What follows belongs to an exercise in optimizing a design on an open flow for small area; a production flow would make more cautious choices.
No functional check of the RTL was part of this run.
Power is estimated from default activity; no workload was simulated.

[flow/config.mk]
export PLATFORM = sky130hd
export DESIGN_NAME = regfile_clr
export DESIGN_NICKNAME = regfile_clr
export VERILOG_FILES = /design/flow/design.v
export SDC_FILE = /design/flow/constraint.sdc
export NUM_CORES = 4
export LEC_CHECK = 0
export CAP_MARGIN = 20
export CORE_MARGIN = 2
export CORE_UTILIZATION = 40
export CTS_BUF_LIST = sky130_fd_sc_hd__clkbuf_16
export CTS_CLUSTER_DIAMETER = 80
export CTS_CLUSTER_SIZE = 28
export SLEW_MARGIN = 20
export SYNTH_HIERARCHICAL = 1
export SYNTH_MINIMUM_KEEP_SIZE = 0
[flow/constraint.sdc]
create_clock -name core_clock -period 5.0 [get_ports {clk}]
set_input_delay 1.0000 -clock core_clock [delete_from_list [all_inputs] [get_ports {clk}]]
set_output_delay 1.0000 -clock core_clock [all_outputs]
set_load 0.01 [all_outputs]
[flow/design.v]
module regfile_clr #(
    parameter int DATA_W = 32,
    parameter int ADDR_W = 5
) (
    input  logic              clk,
    input  logic              reset,
    input  logic              clear,
    input  logic [ADDR_W-1:0] rd_addr_a,
    input  logic [ADDR_W-1:0] rd_addr_b,
    output logic [DATA_W-1:0] rd_data_a,
    output logic [DATA_W-1:0] rd_data_b,
    input  logic              wr_en,
    input  logic [ADDR_W-1:0] wr_addr,
    input  logic [DATA_W-1:0] wr_data,
    output logic              ready
);
    localparam int DEPTH = 1 << ADDR_W;
    logic              ready_q;    
    logic [ADDR_W-1:0] clr_cnt_q;
    logic              out_en_q;   
    logic              par_q;      
    logic [ADDR_W-1:0] ra_q, rb_q;             
    logic [DEPTH-1:0]  sel_a_n, sel_b_n;       
    logic [DATA_W-1:0] mem_q [DEPTH];
    always_ff @(posedge clk or posedge reset) begin
        if (reset) begin
            ready_q   <= 1'b0;
            clr_cnt_q <= '0;
            out_en_q  <= 1'b0;
            par_q     <= 1'b0;
        end else begin
            out_en_q <= 1'b1;
            par_q    <= ~(ready_q & par_q);
            if (ready_q) begin
                if (clear) ready_q <= 1'b0;
            end else begin
                clr_cnt_q <= clr_cnt_q + 1'b1;
                if (clr_cnt_q == ADDR_W'(DEPTH - 1)) ready_q <= 1'b1;
            end
        end
    end
    always_ff @(posedge clk) begin
        ra_q <= rd_addr_a;
        rb_q <= rd_addr_b;
    end
    always_comb begin
        for (int i = 0; i < DEPTH; i++) begin
            sel_a_n[i] = ~(out_en_q && ra_q == ADDR_W'(i));
            sel_b_n[i] = ~(out_en_q && rb_q == ADDR_W'(i));
        end
    end
    logic              wr_ok;
    logic [DEPTH-1:0]  wr_row, hold_row;
    logic [DATA_W-1:0] col;
    assign wr_ok = wr_en & ~clear;
    assign col   = ~(wr_data ^ {DATA_W{par_q}});
    always_comb begin
        for (int i = 0; i < DEPTH; i++) begin
            wr_row[i]   = ~ready_q | (wr_ok && wr_addr == ADDR_W'(i));
            hold_row[i] = ~ready_q | ~(wr_ok && wr_addr == ADDR_W'(i));
        end
    end
    logic [DATA_W-1:0] mem_d [DEPTH];
    for (genvar i = 0; i < DEPTH; i++) begin : g_row
        regfile_clr_wrrow #(.DATA_W(DATA_W)) u_wr (
            .q(mem_q[i]), .wr(wr_row[i]), .hold(hold_row[i]), .col(col), .d(mem_d[i])
        );
    end
    always_ff @(posedge clk) begin
        for (int i = 0; i < DEPTH; i++) mem_q[i] <= mem_d[i];
    end
    logic [DEPTH*DATA_W-1:0] mem_flat;
    always_comb begin
        for (int i = 0; i < DEPTH; i++) mem_flat[i*DATA_W +: DATA_W] = mem_q[i];
    end
    regfile_clr_rdport #(.DATA_W(DATA_W), .DEPTH(DEPTH)) u_rd_a (
        .mem(mem_flat), .sel_n(sel_a_n), .par(par_q), .rd_data(rd_data_a)
    );
    regfile_clr_rdport #(.DATA_W(DATA_W), .DEPTH(DEPTH)) u_rd_b (
        .mem(mem_flat), .sel_n(sel_b_n), .par(par_q), .rd_data(rd_data_b)
    );
    assign ready     = ready_q;
endmodule
module regfile_clr_rdport #(
    parameter int DATA_W = 32,
    parameter int DEPTH  = 32
) (
    input  logic [DEPTH*DATA_W-1:0] mem,
    input  logic [DEPTH-1:0]        sel_n,
    input  logic                    par,
    output logic [DATA_W-1:0]       rd_data
);
    for (genvar b = 0; b < DATA_W; b++) begin : g_bit
        logic [DEPTH/2-1:0] pair;
        logic [DEPTH/8-1:0] grp;
        logic               none;
        for (genvar k = 0; k < DEPTH / 2; k++) begin : g_pair
            regfile_clr_or2t u_p (
                .q0(mem[(2*k)*DATA_W + b]), .s0_n(sel_n[2*k]),
                .q1(mem[(2*k+1)*DATA_W + b]), .s1_n(sel_n[2*k+1]),
                .y(pair[k])
            );
        end
        for (genvar g = 0; g < DEPTH / 8; g++) begin : g_grp
            regfile_clr_or4 u_g (.a(pair[4*g +: 4]), .y(grp[g]));
        end
        regfile_clr_nor4 u_n (.a(grp), .y(none));
        regfile_clr_xnor2 u_x (.a(none), .b(par), .y(rd_data[b]));
    end
endmodule
module regfile_clr_or2t (
    input  logic q0, s0_n, q1, s1_n,
    output logic y
);
    assign y = ~((q0 | s0_n) & (q1 | s1_n));
endmodule
module regfile_clr_or4 (
    input  logic [3:0] a,
    output logic       y
);
    assign y = |a;
endmodule
module regfile_clr_nor4 (
    input  logic [3:0] a,
    output logic       y
);
    assign y = ~|a;
endmodule
module regfile_clr_xnor2 (
    input  logic a, b,
    output logic y
);
    assign y = ~(a ^ b);
endmodule
module regfile_clr_wrrow #(
    parameter int DATA_W = 32
) (
    input  logic [DATA_W-1:0] q,
    input  logic              wr,
    input  logic              hold,
    input  logic [DATA_W-1:0] col,
    output logic [DATA_W-1:0] d
);
    assign d = ~((q | {DATA_W{wr}}) & (col | {DATA_W{hold}}));
endmodule
[flow/flow/run.sh]
#!/bin/bash
# Own layout flow: the standard flow (standard synthesis unchanged), with the port buffers
# made from the smallest buffer and clock tree synthesis without dummy loads.
set -euo pipefail
export BUFFER_PORTS_ARGS="-buffer_cell sky130_fd_sc_hd__buf_1"
export CTS_ARGS="-sink_clustering_enable -repair_clock_nets -sink_clustering_size 28 -sink_clustering_max_diameter 80 -buf_list sky130_fd_sc_hd__clkbuf_16 -dont_use_dummy_load"
bash standard.sh > standard_flow.log 2>&1
[flow/standard.sh]
#!/bin/bash
# synth_recipe.tcl (not shown) runs the flow's synth.tcl, then flattens the netlist and writes it again
# the make line also repeats each setting of config.mk as NAME=value (left out here)
make -C /OpenROAD-flow-scripts/flow DESIGN_CONFIG=/design/flow/config.mk WORK_HOME=/design/flow/orfs CLKGATE_MAP_FILE= SYNTH_SCRIPT=/design/flow/synth_recipe.tcl "${@:-finish}"
==> notes.md <==
[worst paths after layout]
| path | startpoint | to | slack [ps] | depth (start not counted) |
|---|---|---|---|---|
| worst min register to register | mem_q[21][15] | mem_q[21][15] | 470 | 1 |
| min in group core_clock | mem_q[21][15] | mem_q[21][15] | 470 | 1 |
| worst max register to register | par_q | mem_q[8][11] | 2220 | 5 |
| max in group asynchronous | reset | out_en_q | 4430 | 2 |
| worst min-delay path | reset | clr_cnt_q[1] | 270 | 2 |
| worst max-delay path | out_en_q | rd_data_b[24] | -20 | 8 |
[critical path, cell delays in order (launching register included)]
cell and delay [ps]:
dfrtp_1 560, and4b_1 350, nand3_2 500, buf_4 330, o22ai_1 110, or4_1 620, nor4_2 590, xnor2_1 180
buf_1 160
[metrics by stage]
step	std cells	power [mW]	utilization
floorplan	3940	16.7	-
global placement	5330	18.8	0.431
detailed placement	5330	19.0	0.431
CTS	5378	23.2	0.443
global route	5378	24.4	0.444
finish	5378	23.6	0.444
[registers in the layout, indices dropped and copies added (netlist names)]
name / flops
clr_cnt_q: 5
ra_q: 5
par_q: 1
mem_q: 1024
ready_q: 1
out_en_q: 1
rb_q: 5
[Yosys stat by module, one instance, submodules excluded, a selection]
module | cells | copies in the design | area [sq um]
regfile_clr_or4 | 1 | 256 | 7.51
regfile_clr | 1316 | 1 | 22700
regfile_clr_or2t | 1 | 1024 | 6.26
regfile_clr_xnor2 | 1 | 64 | 8.76
regfile_clr_nor4 | 1 | 64 | 12.5
[synth_stat cells, types with 6 or more instances]
master / count / area, sq um
and4b_1: 11 / 110
and4bb_1: 12 / 150
buf_2: 78 / 390
buf_4: 32 / 240
buf_6: 99 / 1110
clkbuf_1: 18 / 67.6
dfrtp_1: 8 / 200
dfxtp_1: 1034 / 20700
nand2_1: 81 / 304
nand3_1: 16 / 80.1
nand4bb_1: 6 / 67.6
nor2b_1: 8 / 50.1
nor4_2: 64 / 801
o21ai_1: 30 / 150
o22ai_1: 2048 / 12800
or4_1: 256 / 1920
xnor2_1: 99 / 867
[final cells by class]
cell class	instances	area, sq um	area share
tap	1298	1620	0.0365
sequential	1042	20900	0.470
timing repair buffer	319	2250	0.0506
multi-input combinational	2669	18500	0.415
clock buffer	48	1200	0.0270
inverter	2	7.51	0.000169
[routing by layer]
metal / track usage / routed length (um) / vias up / share of wire
met5: 0 / 0 / - / 0
met3: 0.109 / 27400 / 802 / 0.15
met2: 0.494 / 76300 / 3442 / 0.42
li1: - / - / 17000 / -
met4: 0.169 / 10300 / 0 / 0.056
met1: 0.441 / 69500 / 19900 / 0.38
[where the power goes]
group          total (mW)  internal (mW)  switching, mW  leakage [nW]
Clock                4.40           1.72           2.67         0.592
Sequential           12.7           10.8           1.95          8.49
Combinational        6.48           2.52           3.96          8.91
Total                23.6           15.0           8.59          18.0
[cells by family (layout without fill, tap and decap cells)]
logic type / after synthesis / in the layout / synth area share
adder cells (fa/ha/maj): 2 / 2 / 0.000619
AND/OR/NAND/NOR: 484 / 484 / 0.0931
buffers and inverters: 229 / 369 / 0.0451
AO/OA/AOI/OAI: 2080 / 2080 / 0.321
multiplexers: 3 / 3 / 0.000805
other: 1 / 1 / 0.0000928
XOR/XNOR: 99 / 99 / 0.0215
flip-flops: 1042 / 1042 / 0.517
[layout by cell type, fill, tap and decap left out, types with 3 or more instances in the layout]
master and n:
xnor2_1 67, buf_12 23, nor4_2 57, nand2_2 5, and4b_1 11, nor2b_1 8, and4_1 3, clkbuf_16 48
or4b_1 3, nand3_2 9, nand4b_1 5, dfxtp_2 4, and4bb_1 12, buf_4 181, dfrtp_1 6, nand3_4 7
nand4bb_1 6, o21ai_4 32, nand2_1 76, or4_1 256, o22ai_1 2048, buf_1 115, nor4b_2 5, nor2_1 4
nor4_4 7, xnor2_2 32, dfxtp_1 1030
==> impl_metrics.yaml <==
yosys:
  synthArstFlopShare: 0.00768
  yosys_warnings: 10
  synth_cell_type_count: 38
  synth_enable_flop_cells: 0
  yosys_most_used_dff: "dfxtp_1"
  synth_seq_cells: 1042
  syn_nets: 3993
  syn-instance-count: 3940
  netlist_area_sq_mm: 0.0404
  ys_seq_area_frac: 0.517
  postSynthAreaPerCell_sq_um: 10.3
floorplan:
  start_util: 0.403
  core_sq_mm: 0.100
  die_h_um: 322
  die_w_um: 322
  row_count: 116
  io_pins: 116
  die_area_sq_mm: 0.104
clock_network:
  cts.path.max_buffers: 3
  clk_latency_ps: 680
  cts_setup_buffers: 0
  cts_sinks: 1042
  cts_root_buf: "clkbuf_16"
  clkSlewWorstSetupHoldPaths_ps: 100
  cts_hold_buf: 0
  h-tree-depth: 2
  cts_tree: "yes"
  numCtsBuffers: 48
  cts-resized-gates: 0
worst_setup_path:
  worstSetupPathType: "reg2out"
  start_kind: "register"
  critPathRequiredTime_ps: 4000
  cp-end-kind: "output pin"
  cp.arrival_ps: 4020
  critPathMaxFanout: 17
routing:
  drc: 0
  routed_via_density: 7.66
  wl_per_cell_um: 34.1
  first_pass_iters: 6
  postRouteAntennaNets: 0
  drt_iter0_markers: 6466
  vias: 41200
  wirelength_um: 183000
pwr:
  powerDensity_mw_per_mm2: 530
  leakagePower_nw: 18.0
  max-vdd-ir-drop_mv: 0.239
status:
  status: "complete, but fails checks"
  violations: "negative setup slack"
timing:
  hold_viol: 0
  holdWs_ps: 275
  period_needed_ps: 5020
  fin_crit_sh: 1.00
  finalSetupViolCount: 4
  fin_skew_ps: 33.9
  fmax_mhz: 199
  slew_violations: 0
  worst_slew_pin_slew_ps: 1150
  tns_ps: -59.7
  setup_slack_ps: -21.5
  maxSlewHeadroom: 0.234
placement:
  place_area_sq_mm: 0.0431
  portBuffers: 115
  place_congestion: 0.953
  pre_cts_slack_ps: 698
  dp_hpwl_um: 110000
global_routing:
  grtUsageTotal: 0.336
  grt_antenna_before_repair: 0
  grt_pass1_vias: 37500
  grt_max_degree: 44
  grt_pass1_wl_um: 260000
  gr-total-overflow: 0
hold_path:
  hold_class: "in2async"
finish:
  fin_nets: 4135
  final_cell_area_sq_mm: 0.0445
  drive_above_1_share: 0.102
  fillCellCount: 9586
  area_growth_pct: 10.1
  diodes: 0
flow_run:
  cap_viol_max_count: 0

[port drivers added, routing unchanged]
No port has a modelled driver above. Below, the same layout with a new extraction and two added sets of constraints. Step 1 (the two cells are an assumption about what drives the block):
set clk [get_ports {clk}]
set_driving_cell -lib_cell sky130_fd_sc_hd__clkbuf_16 $clk
set_driving_cell -lib_cell sky130_fd_sc_hd__buf_2 [delete_from_list [all_inputs] $clk]
Step 2, shift: input delay + t, output delay - t, t = (earliest + latest rising clock arrival at the registers) / 2. This alone moves slack from input paths to output paths. Slacks: no drivers / after step 1 / after step 2; pairs: no drivers / after step 1.
t (ns): 0.711
slack for setup (ns): -0.021 / -0.089 / 0.622
clock arrival spread, ns: 0.064 / 0.064
The setup slack of this run moves by -0.068 ns with the drivers and by +0.643 ns with both steps.
